Context: an optimization exercise on an open-source flow, tuned for small area. The choices shown serve that exercise and are no tape-out recipe. Function was checked by simulation only, so behaviour that the tests miss may differ from the original. No activity file was given, so power comes from the tool's default toggle rates.

===== design/flow/run.sh =====
#!/bin/bash
# synth_recipe.tcl (not shown) runs the flow's synth.tcl, then flattens the netlist and writes it again
# the make line also repeats each setting of config.mk as NAME=value (left out here)
make -C /OpenROAD-flow-scripts/flow DESIGN_CONFIG=/design/flow/config.mk WORK_HOME=/design/flow/orfs CLKGATE_MAP_FILE= SYNTH_SCRIPT=/design/flow/synth_recipe.tcl finish

===== design/flow/constraint.sdc =====
create_clock -name core_clock -period 6.0 [get_ports {clock}]
set_input_delay 1.2000 -clock core_clock [delete_from_list [all_inputs] [get_ports {clock}]]
set_output_delay 1.2000 -clock core_clock [all_outputs]
set_load 0.01 [all_outputs]

===== design/flow/design.v =====
package idct_mem_pkg;
    localparam int WORD_W = 16;
    localparam int LANES = 2;
    localparam int SIZE_W = 5;
    typedef enum logic {IDLE, SERVE} host_state_t;
    function automatic logic [WORD_W-1:0] size_to_mask(input logic [SIZE_W-1:0] size);
        size_to_mask = size[SIZE_W-1] ? {WORD_W{1'b1}} : ((16'd1 << size[3:0]) - 16'd1);
    endfunction
    function automatic logic [30:0] byte_to_index(input logic [31:0] addr);
        byte_to_index = addr[31:1];
    endfunction
endpackage
import idct_mem_pkg::*;
module idct_ram_lane #(
    parameter int DEPTH = 64,
    parameter int READ_LATENCY = 1,
    localparam int AW = $clog2(DEPTH)
) (
    input  logic              clock,
    input  logic              reset,
    input  logic              oe,
    input  logic              we,
    input  logic [31:0]       addr,
    input  logic [WORD_W-1:0] wdata,
    input  logic [SIZE_W-1:0] size,
    input  logic [WORD_W-1:0] rd_word,
    output logic [AW-1:0]     idx,
    output logic [WORD_W-1:0] mask,
    output logic              wr_en,
    output logic [WORD_W-1:0] wr_data,
    output logic              active,
    output logic              err_evt,
    output logic              rdy,
    output logic [WORD_W-1:0] rdata
);
    logic [30:0] full_idx;
    logic in_range;
    logic [WORD_W-1:0] rd_val;
    logic [READ_LATENCY-1:0] rdy_q;
    logic [READ_LATENCY*WORD_W-1:0] dat_q;
    always_comb begin
        full_idx = addr[31:1];
        in_range = (full_idx >> AW) == '0;
        idx = full_idx[AW-1:0];
        active = oe | we;
        mask = size[SIZE_W-1] ? {WORD_W{1'b1}} : ((16'd1 << size[3:0]) - 16'd1);
        wr_en = we & ~oe & in_range;
        wr_data = wdata & mask;
        err_evt = (oe & we) | (active & ~in_range);
        rd_val = (oe & ~we & in_range) ? (rd_word & mask) : '0;
    end
    always_ff @(posedge clock) begin
        if (reset) begin
            rdy_q <= '0;
            dat_q <= '0;
        end else begin
            for (int i = READ_LATENCY - 1; i > 0; i--) begin
                rdy_q[i] <= rdy_q[i-1];
                dat_q[WORD_W*i +: WORD_W] <= dat_q[WORD_W*(i-1) +: WORD_W];
            end
            rdy_q[0] <= active;
            dat_q[WORD_W-1:0] <= rd_val;
        end
    end
    assign rdy = rdy_q[READ_LATENCY-1];
    assign rdata = dat_q[WORD_W*(READ_LATENCY-1) +: WORD_W];
endmodule
import idct_mem_pkg::*;
module idct_dual_ram_responder #(
    parameter int DEPTH = 64,
    parameter int WORD_W = 16,
    parameter int READ_LATENCY = 1
) (
    input  logic                clock,
    input  logic                reset,
    input  logic [1:0]          Mout_oe_ram,
    input  logic [1:0]          Mout_we_ram,
    input  logic [63:0]         Mout_addr_ram,
    input  logic [2*WORD_W-1:0] Mout_Wdata_ram,
    input  logic [9:0]          Mout_data_ram_size,
    output logic [2*WORD_W-1:0] M_Rdata_ram,
    output logic [1:0]          M_DataRdy,
    input  logic                host_req,
    input  logic                host_we,
    input  logic [5:0]          host_addr,
    input  logic [WORD_W-1:0]   host_wdata,
    output logic [WORD_W-1:0]   host_rdata,
    output logic                host_ack,
    output logic                err
);
    localparam int AW = $clog2(DEPTH);
    logic [WORD_W-1:0] mem [DEPTH];
    logic [LANES*AW-1:0] idx;
    logic [LANES*WORD_W-1:0] mask;
    logic [LANES*WORD_W-1:0] wr_data;
    logic [LANES*WORD_W-1:0] rdata;
    logic [LANES-1:0] wr_en, active, err_evt, rdy;
    logic state_q, state_d;
    logic host_fire;
    for (genvar c = 0; c < LANES; c++) begin : g_lane
        idct_ram_lane #(.DEPTH(DEPTH), .READ_LATENCY(READ_LATENCY)) u_lane (
            .clock   (clock),
            .reset   (reset),
            .oe      (Mout_oe_ram[c]),
            .we      (Mout_we_ram[c]),
            .addr    (Mout_addr_ram[32*c +: 32]),
            .wdata   (Mout_Wdata_ram[WORD_W*c +: WORD_W]),
            .size    (Mout_data_ram_size[SIZE_W*c +: SIZE_W]),
            .rd_word (mem[idx[AW*c +: AW]]),
            .idx     (idx[AW*c +: AW]),
            .mask    (mask[WORD_W*c +: WORD_W]),
            .wr_en   (wr_en[c]),
            .wr_data (wr_data[WORD_W*c +: WORD_W]),
            .active  (active[c]),
            .err_evt (err_evt[c]),
            .rdy     (rdy[c]),
            .rdata   (rdata[WORD_W*c +: WORD_W])
        );
    end
    assign M_Rdata_ram = rdata;
    assign M_DataRdy = rdy;
    assign host_fire = state_q == IDLE && host_req && active == '0;
    always_ff @(posedge clock) begin
        if (host_fire && host_we) mem[host_addr] <= host_wdata;
        for (int c = 0; c < LANES; c++)
            if (wr_en[c]) mem[idx[AW*c +: AW]] <= wr_data[WORD_W*c +: WORD_W] | (mem[idx[AW*c +: AW]] & ~mask[WORD_W*c +: WORD_W]);
    end
    always_ff @(posedge clock) begin
        if (reset) state_q <= IDLE;
        else state_q <= state_d;
    end
    always_comb state_d = host_fire ? SERVE : IDLE;
    always_comb host_ack = state_q == SERVE;
    always_ff @(posedge clock) begin
        if (reset) begin
            host_rdata <= '0;
            err <= 1'b0;
        end else begin
            host_rdata <= (host_fire && !host_we) ? mem[host_addr] : '0;
            err <= err | (|err_evt);
        end
    end
endmodule

===== design/flow/config.mk =====
export PLATFORM = sky130hd
export DESIGN_NAME = idct_dual_ram_responder
export DESIGN_NICKNAME = idct_dual_ram_responder
export VERILOG_FILES = /design/flow/design.v
export SDC_FILE = /design/flow/constraint.sdc
export NUM_CORES = 4
export LEC_CHECK = 0
export CAP_MARGIN = 20
export CORE_MARGIN = 2
export CORE_UTILIZATION = 30
export PLACE_DENSITY = 0.45
export SLEW_MARGIN = 20

==> results.txt <==
==> per-layer routing <==
metal,GRT usage,vias to the layer above
met3,0.0860,973
li1,-,23586
met5,0,-
met1,0.389,30637
met2,0.441,4580
met4,0.188,18
==> placed cells by master (no fill, tap or decap), drive strengths merged, types with 73 or more instances in the layout <==
cell type,netlist,layout
o21ai,698,698
mux2,79,79
nor3,106,106
a22oi,94,94
nor2,273,273
a21oi,277,277
mux2i,454,454
buf,364,511
clkdlybuf4s50,1,172
mux4,677,677
clkbuf,256,183
o221ai,84,84
edfxtp,1024,1024
nand2,755,755
o22ai,73,73
==> kinds of logic after synthesis <==
group                    synth area share
flip-flops                          0.442
multiplexers                        0.290
XOR/XNOR                         0.000243
buffers and inverters              0.0528
AO/OA/AOI/OAI                       0.121
AND/OR/NAND/NOR                    0.0939
adder cells (fa/ha/maj)          0.000626
==> power by group through the flow <==
stage	Clock, uW	Sequential, uW	Combinational (uW)
detailed placement	0	8380	3090
global route	8970	8220	3260
global placement	0	8380	3070
floorplan	0	8380	1730
finish	8690	8220	3200
CTS	8750	8220	3100
==> per-stage QoR <==
| step | hold slack, ns | worst slack, ns | utilization | instance area, um2 | std cells |
|---|---|---|---|---|---|
| 6_report | 0.500 | 1.08 | 0.354 | 84200 | 9323 |
| 5_1_grt | 0.578 | 1.15 | 0.353 | 84200 | 9302 |
| 4_1_cts | 0.511 | 1.29 | 0.353 | 84100 | 9286 |
| 3_5_place_dp | 0.497 | 0.439 | 0.334 | 79600 | 9033 |
| 3_3_place_gp | 0.479 | 0.348 | 0.334 | 79600 | 9032 |
| 2_1_floorplan | 0.516 | 1.13 | - | 72000 | 5809 |
==> flip-flops by register name, indices dropped and copies added (netlist names) <==
register / count
err: 1
g_lane.u_lane.dat_q: 32
g_lane.u_lane.rdy_q: 2
host_rdata: 16
mem: 1024
state_q: 1
==> how the worst min path moves through the flow <==
stage	from	end	slack, ns	cells past startpoint
after CTS	err	err	0.51	2
after floorplan	err	err	0.52	2
after global placement	err	err	0.48	2
after detailed placement	err	err	0.50	2
final	err	err	0.50	2
after global routing	err	err	0.58	2
==> area by class of cell <==
cell class              instances  area [um2]
diodes                         37        92.6
clock buffers                 183        3750
clock inverters                70         791
fillers                     23187      154000
inverters                      19        73.8
multi-input cells            4088       37000
flip-flops and latches       1076       31800
well taps                    3167        3960
repair buffers                683        6830
==> worst max-delay path, cell delays in order <==
cell             delay, ns
clkdlybuf4s50_1       0.92
or3b_2                1.09
o22ai_1               0.31
buf_4                 0.23
a221oi_1              0.10
nand3_1               0.40
a2bb2oi_4             0.67
buf_4                 0.37
mux2i_1               0.11
==> qor.yml <==
status:
  status: "no timing/DRC/antenna violations"
worst_setup_path:
  rr_worst_depth: 8
  timing.critical_path.to_type: "flop"
  timing.critical_path.from: "Mout_addr_ram[37]"
  worst_setup_path_endpoint: "mem[28][4]"
  r2r-start: "mem[61][4]"
  worstPathMaxFanout: 16
  crit_path_start_kind: "primary input"
  timing.reg2reg.setup_slack_ns: 1.72
  path_class: "in2reg"
  worstReg2RegEnd: "mem[1][4]"
  critPathRequiredTime_ns: 6.55
  crit_arrival_ns: 5.47
die:
  floorplan.initialDensity: 0.302
  floorplan.die_area_mm2: 0.244
  std_cell_rows: 179
  design.core.area_mm2: 0.238
  horiz_die_dim_um: 494
  io_pins: 188
  die_h_um: 494
clocking:
  cts_tree: "built"
  clk_path_buf_depth: 3
  cts_max_level: 4
  clock_latency_ns: 0.84
  cts_hold_repair.buffers: 0
  cts.repair_timing.setup_buffer_count: 0
  cts_repair_resize_count: 0
  clkTransAtPathRegs_ns: 0.06
  root_buffer: "clkbuf_16"
  cts.sinks: 1076
  clock_buffers_created_by_tritoncts: 141
power:
  share_clk_of_total_power: 0.432
  power.total_uw: 20100
  ir_drop_mv: 0.257
  switching_share: 0.286
  power_density_mw_per_mm2: 239
  p_comb_frac: 0.159
  p_leak_uw: 0.0273
  power.switching_uw: 5750
  internal_power_uw: 14400
  seqPwrFrac: 0.409
timing:
  final_number_of_max_transition_violations: 0
  clock.fmax_ghz: 0.203
  fin_crit_ns: 4.92
  final-setup-viol-count: 0
  finalHoldViolations: 0
  worst_slew_pin_slew_ns: 1.24
  grt_setup_unrepaired: "no"
  final.setup.tns_ns: 0
  timing.final.crit_share: 0.820
  clock_skew_after_layout_ns: 0.0373
  maxSlewHeadroom: 0.171
routing:
  routedLengthMet1_mm: 139
  first_iter_violations: 9085
  met2WireLength_mm: 161
  detail_route.wl_per_cell_um: 40.1
  postRouteWirelength_mm: 374
  first_pass_iters: 7
  drt-vias-per-instance: 6.41
  vias: 59794
  drc: 0
  detail-route-antenna-nets: 0
  met3RoutedLength_mm: 46.2
  maxUsedRoutingLayer: "met5"
placement:
  portBuffers: 185
  detailedPlacementHpwl_mm: 261
  place.gp.congestion: 0.952
synthesis:
  top_area_cell_type_share_of_the_netlist_area: 0.427
  yosys_most_used_dff: "edfxtp_1"
  number_of_flops_mapped_to_enable_cells_by_yosys: 1024
  synthArstFlopShare: 0
  syn_area_mm2: 0.0720
  synth.top_cells.by_count: "edfxtp_1, nand2_1, mux4_2"
  synthCells: 5809
  synth.distinct_cells: 114
  ys_ff_latch: 1076
  synthesis.nets: 5947
  synth_top_cells_by_area: "edfxtp_1, mux4_2, mux2i_1"
  count_of_yosys_warnings_during_synthesis: 2
  synth_most_common_cell: "edfxtp_1"
  syn-mean-instance-area_um2: 12.4
  ys_seq_area_frac: 0.442
  synth_area_leader_cell: "edfxtp_1"
global_route:
  grt_first_pass_wirelength_mm: 501
  grt_max_degree: 69
  globalRoute.totalOverflow: 0
  vias_in_the_first_global_route: 55767
  grt_antenna_before_repair: 43
  grt_usage: 0.300
cells_and_area:
  synthToLayoutAreaGrowth_pct: 17.0
  layout-drive-gt1-share: 0.274
  design.final.nets: 6147
worst_hold_path:
  min_delay_worst_type: "reg2reg"
run:
  maxCapViolCount: 0

[what the ideal ports hide]
In the flow no input, the clock included, has a driving cell. The finished layout below was timed again as built, in two steps. Step 1 assumes that a clkbuf_16 drives the clock port and a buf_2 every other input. Step 2, shift: input delay + t, output delay - t, t = (earliest + latest rising clock arrival at the registers) / 2. This alone moves slack from input paths to output paths. a / b / c = no drivers / after step 1 / after step 2; a / b = the first two.
t, ns: 0.912
slack for setup (ns): 1.082 / 1.149 / 0.237
cell pins on the clock port's net: 1
After both steps this run still meets setup and hold. The setup slack of this run moves by +0.067 ns with the drivers and by -0.845 ns with both steps.
